Background: an optimization exercise with open tools, aiming at small area and a short achievable clock period. Do not read the settings as production practice.
Only simulation tests tie the RTL to the original design; equivalence was not proved.
Power and IR drop assume default switching activity.

==> flow/design.v <==
package bus_pkg;
  localparam int AW_DEF = 8;
  localparam int DW_DEF = 8;
  localparam logic BUS_RD = 1'b1;
  localparam logic BUS_WR = 1'b0;
  typedef enum logic [1:0] {
    ST_IDLE  = 2'd0,
    ST_GRANT = 2'd1,
    ST_WAIT  = 2'd2,
    ST_ACK   = 2'd3
  } bus_state_e;
endpackage
module bus_ram #(
  parameter int DW    = 8,
  parameter int NRING = 50
) (
  input  logic            clk,
  input  logic [7:0]      ins_hi_n,
  input  logic [7:0]      ins_lo_n,
  input  logic [7:0]      keep_hi,
  input  logic [7:0]      keep_lo,
  input  logic [DW-1:0]   ins_data,
  input  logic [7:0]      rd_lo0,
  input  logic [7:0]      rd_lo2,
  output logic [7*DW-1:0] rd_grp
);
  localparam int NGRP = (NRING + 7) / 8;
  logic [DW-1:0] pos0 [64];
  logic [DW-1:0] pos2 [64];
  for (genvar r = 0; r < 64; r++) begin : g_ring
    if (r < NRING) begin : g_on
      logic [4*DW-1:0] ring_q;
      logic            ins_here;
      logic            keep;
      assign ins_here = !(ins_hi_n[r/8] || ins_lo_n[r%8]);
      assign keep     = !(keep_hi[r/8] && keep_lo[r%8]);
      always_ff @(posedge clk) begin
        ring_q <= {ring_q[3*DW-1:0],
                   ~(({DW{keep}} & ring_q[4*DW-1:3*DW]) | ({DW{ins_here}} & ins_data))};
      end
      assign pos0[r] = ring_q[DW-1:0];
      assign pos2[r] = ring_q[3*DW-1:2*DW];
    end else begin : g_off
      assign pos0[r] = {DW{1'b0}};
      assign pos2[r] = {DW{1'b0}};
    end
  end
  always_comb begin
    logic [DW-1:0] grp;
    rd_grp = {7*DW{1'b0}};
    for (int k = 0; k < NGRP; k++) begin
      grp = {DW{1'b0}};
      for (int j = 0; j < 8; j++) begin
        grp = grp | ({DW{rd_lo0[j]}} & pos0[8*k+j]) | ({DW{rd_lo2[j]}} & pos2[8*k+j]);
      end
      rd_grp[k*DW +: DW] = grp;
    end
  end
endmodule
module bus_responder #(
  parameter int AW    = bus_pkg::AW_DEF,
  parameter int DW    = bus_pkg::DW_DEF,
  parameter int DEPTH = 200,
  parameter int WAIT  = 2
) (
  input  logic          clk,
  input  logic          rst,
  input  logic          mreq,
  output logic          mgrnt,
  input  logic          mas,
  input  logic          mrw,
  input  logic [AW-1:0] maddr,
  input  logic [DW-1:0] mwdata,
  output logic [DW-1:0] mrdata,
  output logic          mrdy,
  output logic          merr
);
  localparam int NRING = DEPTH / 4;
  typedef struct packed {
    logic          valid;
    logic [AW-1:0] addr;
    logic [DW-1:0] data;
    logic          drain;
    logic [DW-1:0] ins_data;
    logic [7:0]    ins_hi;
    logic [7:0]    ins_lo;
  } wb_next_t;
  typedef struct packed {
    logic       pol;
    logic [7:0] hi;
    logic [7:0] lo0;
    logic [7:0] lo2;
    logic       even;
  } rd_next_t;
  logic s_grant, s_w1, s_w2, s_ack;
  logic s_idle;
  logic          rw_r;
  logic          oor_r;
  logic          wr_ok_r;
  logic [AW-1:0] addr_r;
  logic [DW-1:0] wdata_r;
  logic [2:0]    phase_r;
  logic          wb_valid_r;
  logic [AW-1:0] wb_addr_r;
  logic [DW-1:0] wb_data_r;
  logic          drain_r;
  logic [DW-1:0] ins_data_r;
  logic [7:0]    ins_hi_n_r;
  logic [7:0]    ins_lo_n_r;
  logic [7:0]    keep_hi_r;
  logic [7:0]    keep_lo_r;
  logic          cap_r;
  logic          fwd_r;
  logic          rd_pol_r;
  logic [7:0]    rd_hi_r;
  logic [7:0]    rd_lo0_r;
  logic [7:0]    rd_lo2_r;
  logic [7*DW-1:0] grp_r;
  logic            hfwd_r;
  logic            hpol_r;
  logic          mgrnt_r;
  logic          mrdy_r;
  logic          merr_r;
  logic [DW-1:0] mrdata_r;
  logic            strobe_s;
  logic            oor_s;
  logic            wcommit_s;
  wb_next_t        wb_c_s;
  wb_next_t        wb_n_s;
  wb_next_t        wb_s;
  rd_next_t        rd_m_s;
  rd_next_t        rd_a_s;
  logic [7*DW-1:0] ram_grp_s;
  logic [DW-1:0]   rd_word_s;
  assign s_idle   = !(s_grant || s_w1 || s_w2 || s_ack);
  assign strobe_s = s_grant && mas;
  assign oor_s    = oor_r;
  always_ff @(posedge clk) begin
    if (rst) begin
      s_grant <= 1'b0;
      s_w1    <= 1'b0;
      s_w2    <= 1'b0;
      s_ack   <= 1'b0;
    end else begin
      s_grant <= ((s_idle || s_ack) && mreq) || (s_grant && !mas && mreq);
      s_w1    <= strobe_s;
      s_w2    <= s_w1;
      s_ack   <= s_w2;
    end
  end
  always_ff @(posedge clk) begin
    if (strobe_s) begin
      rw_r    <= mrw;
      addr_r  <= maddr;
      wdata_r <= mwdata;
      oor_r   <= ({1'b0, maddr} >= (AW+1)'(DEPTH));
      wr_ok_r <= (mrw == bus_pkg::BUS_WR) && ({1'b0, maddr} < (AW+1)'(DEPTH));
    end
  end
  always_ff @(posedge clk) begin
    phase_r <= phase_r + 3'd1;
  end
  function automatic wb_next_t wb_next(input logic          commit,
                                       input logic          valid,
                                       input logic          drain,
                                       input logic [AW-1:0] wb_addr,
                                       input logic [DW-1:0] wb_data,
                                       input logic [AW-1:0] addr,
                                       input logic [DW-1:0] data,
                                       input logic [2:0]    phase);
    wb_next_t n;
    n.valid    = commit || (valid && !drain);
    n.addr     = commit ? addr : wb_addr;
    n.data     = commit ? data : wb_data;
    n.drain    = n.valid && ((n.addr[1:0] + phase[1:0]) == 2'd2);
    n.ins_data = n.data ^ {DW{!(1'(({1'b0, n.addr[1:0]} + phase + 3'd2) >> 2))}};
    for (int k = 0; k < 8; k++) begin
      n.ins_hi[k] = n.drain && (n.addr[7:5] == 3'(k));
      n.ins_lo[k] = (n.addr[4:2] == 3'(k));
    end
    wb_next = n;
  endfunction
  assign wcommit_s = s_w2 && wr_ok_r && !rst;
  assign wb_c_s = wb_next(1'b1, wb_valid_r, drain_r, wb_addr_r, wb_data_r,
                          addr_r, wdata_r, phase_r);
  assign wb_n_s = wb_next(1'b0, wb_valid_r, drain_r, wb_addr_r, wb_data_r,
                          addr_r, wdata_r, phase_r);
  assign wb_s   = wcommit_s ? wb_c_s : wb_n_s;
  always_ff @(posedge clk) begin
    wb_valid_r <= wb_s.valid;
    wb_addr_r  <= wb_s.addr;
    wb_data_r  <= wb_s.data;
    drain_r    <= wb_s.drain;
    ins_data_r <= wb_s.ins_data;
    ins_hi_n_r <= ~wb_s.ins_hi;
    ins_lo_n_r <= ~wb_s.ins_lo;
    keep_hi_r  <= wb_s.ins_hi;
    keep_lo_r  <= wb_s.ins_lo;
  end
  function automatic rd_next_t rd_next(input logic [AW-1:0] addr,
                                       input logic [2:0]    phase);
    rd_next_t   n;
    logic [1:0] rpos;
    rpos  = addr[1:0] + phase[1:0] + 2'd1;
    n.pol = 1'(({1'b0, addr[1:0]} + phase + 3'd1) >> 2);
    for (int k = 0; k < 8; k++) begin
      n.hi[k]  = (addr[7:5] == 3'(k));
      n.lo0[k] = (addr[4:2] == 3'(k)) && !rpos[1];
      n.lo2[k] = (addr[4:2] == 3'(k)) && rpos[1];
    end
    n.even = !rpos[0];
    rd_next = n;
  endfunction
  assign rd_m_s = rd_next(maddr, phase_r);
  assign rd_a_s = rd_next(addr_r, phase_r);
  always_ff @(posedge clk) begin
    if (strobe_s) begin
      cap_r    <= rd_m_s.even;
      fwd_r    <= wb_n_s.valid && (wb_n_s.addr == maddr);
      rd_pol_r <= rd_m_s.pol;
      rd_hi_r  <= rd_m_s.hi;
      rd_lo0_r <= rd_m_s.lo0;
      rd_lo2_r <= rd_m_s.lo2;
    end else begin
      cap_r    <= s_w1 && rd_a_s.even;
      fwd_r    <= wb_n_s.valid && (wb_n_s.addr == addr_r);
      rd_pol_r <= rd_a_s.pol;
      rd_hi_r  <= rd_a_s.hi;
      rd_lo0_r <= rd_a_s.lo0;
      rd_lo2_r <= rd_a_s.lo2;
    end
  end
  bus_ram #(
    .DW    (DW),
    .NRING (NRING)
  ) u_ram (
    .clk      (clk),
    .ins_hi_n (ins_hi_n_r),
    .ins_lo_n (ins_lo_n_r),
    .keep_hi  (keep_hi_r),
    .keep_lo  (keep_lo_r),
    .ins_data (ins_data_r),
    .rd_lo0   (rd_lo0_r),
    .rd_lo2   (rd_lo2_r),
    .rd_grp   (ram_grp_s)
  );
  always_ff @(posedge clk) begin
    if (cap_r) begin
      grp_r  <= ram_grp_s;
      hfwd_r <= fwd_r;
      hpol_r <= rd_pol_r;
    end
  end
  always_comb begin
    logic [DW-1:0] w;
    w = {DW{1'b0}};
    for (int k = 0; k < 7; k++) begin
      w = w | ({DW{rd_hi_r[k]}} & grp_r[k*DW +: DW]);
    end
    rd_word_s = hfwd_r ? wb_data_r : (w ^ {DW{hpol_r}});
  end
  always_ff @(posedge clk) begin
    if (rst) begin
      mgrnt_r  <= 1'b0;
      mrdy_r   <= 1'b0;
      merr_r   <= 1'b0;
      mrdata_r <= {DW{1'b0}};
    end else begin
      mgrnt_r <= !s_idle;
      mrdy_r  <= s_ack;
      merr_r  <= s_ack && oor_s;
      if (s_ack && rw_r == bus_pkg::BUS_RD) begin
        mrdata_r <= oor_s ? {DW{1'b0}} : rd_word_s;
      end
    end
  end
  assign mgrnt  = mgrnt_r;
  assign mrdy   = mrdy_r;
  assign merr   = merr_r;
  assign mrdata = mrdata_r;
endmodule
clock: 4.0 ns
lec_check: 0
abc_clock_period_in_ps: 2500
cap_margin: 20
core_margin: 2
core_utilization: 60
cts_cluster_diameter: 80
cts_cluster_size: 28
setup_slack_margin: 2.2
slew_margin: 20
run.sh (not shown) runs the stock make flow with config.mk's settings and CLKGATE_MAP_FILE= SYNTH_SCRIPT=/design/flow/synth_recipe.tcl, a recipe that flattens the netlist after the stock synthesis.
Rerun with:
--- a/flow/design.v
+++ b/flow/design.v
@@ -159,8 +159,19 @@
   end
   always_ff @(posedge clk) begin
     phase_r <= phase_r + 3'd1;
   end
+  function automatic logic sum_bit(input logic [1:0] slot,
+                                   input logic [2:0] phase,
+                                   input int         off,
+                                   input int         b);
+    logic r;
+    r = 1'b0;
+    for (int i = 0; i < 32; i++) begin
+      if ({slot, phase} == 5'(i)) r = 1'((((i >> 3) + (i & 7) + off) >> b) & 1);
+    end
+    sum_bit = r;
+  endfunction
   function automatic wb_next_t wb_next(input logic          commit,
                                        input logic          valid,
                                        input logic          drain,
                                        input logic [AW-1:0] wb_addr,
@@ -171,10 +182,10 @@
     wb_next_t n;
     n.valid    = commit || (valid && !drain);
     n.addr     = commit ? addr : wb_addr;
     n.data     = commit ? data : wb_data;
-    n.drain    = n.valid && ((n.addr[1:0] + phase[1:0]) == 2'd2);
-    n.ins_data = n.data ^ {DW{!(1'(({1'b0, n.addr[1:0]} + phase + 3'd2) >> 2))}};
+    n.drain    = n.valid && sum_bit(n.addr[1:0], phase, 0, 1) && !sum_bit(n.addr[1:0], phase, 0, 0);
+    n.ins_data = n.data ^ {DW{!sum_bit(n.addr[1:0], phase, 2, 2)}};
     for (int k = 0; k < 8; k++) begin
       n.ins_hi[k] = n.drain && (n.addr[7:5] == 3'(k));
       n.ins_lo[k] = (n.addr[4:2] == 3'(k));
     end
@@ -200,10 +211,10 @@
   function automatic rd_next_t rd_next(input logic [AW-1:0] addr,
                                        input logic [2:0]    phase);
     rd_next_t   n;
     logic [1:0] rpos;
-    rpos  = addr[1:0] + phase[1:0] + 2'd1;
-    n.pol = 1'(({1'b0, addr[1:0]} + phase + 3'd1) >> 2);
+    rpos  = {sum_bit(addr[1:0], phase, 1, 1), sum_bit(addr[1:0], phase, 1, 0)};
+    n.pol = sum_bit(addr[1:0], phase, 1, 2);
     for (int k = 0; k < 8; k++) begin
       n.hi[k]  = (addr[7:5] == 3'(k));
       n.lo0[k] = (addr[4:2] == 3'(k)) && !rpos[1];
       n.lo2[k] = (addr[4:2] == 3'(k)) && rpos[1];
Routed wire length went up by 7.4%.
Total power is about the same.
Cell area went up by 3.6%.
Die area went up by 1.0%.
Critical path depth went up by 4.
Worst setup slack degrades by 100 ps.
Global-route usage went up by 1.6 points.

[re-timing with driven ports]
How much do the figures lean on ideal ports? The routed layouts below were timed once more, with nothing changed but the port constraints. Step 1 assumes that a clkbuf_16 drives the clock port and a buf_2 every other input. Step 2 moves the port delays by t, midway between the first and last clock arrival at a register: inputs arrive t later, outputs are due t later. That takes back most of the time a late clock gives input paths. a / b / c = ideal ports / drivers / drivers and shift; a / b = the first two.
run	t, ns	setup slack, ns	latest minus earliest clock arrival (ns)
the first run	0.722	1.970 / 1.970 / 1.402	0.020 / 0.020
the second run	0.732	1.869 / 1.869 / 1.254	0.031 / 0.031
After both steps setup and hold are still met in every run listed. For the second run, which loses most, drivers alone change the setup slack by 0.000 ns; drivers and shift together by -0.615 ns.
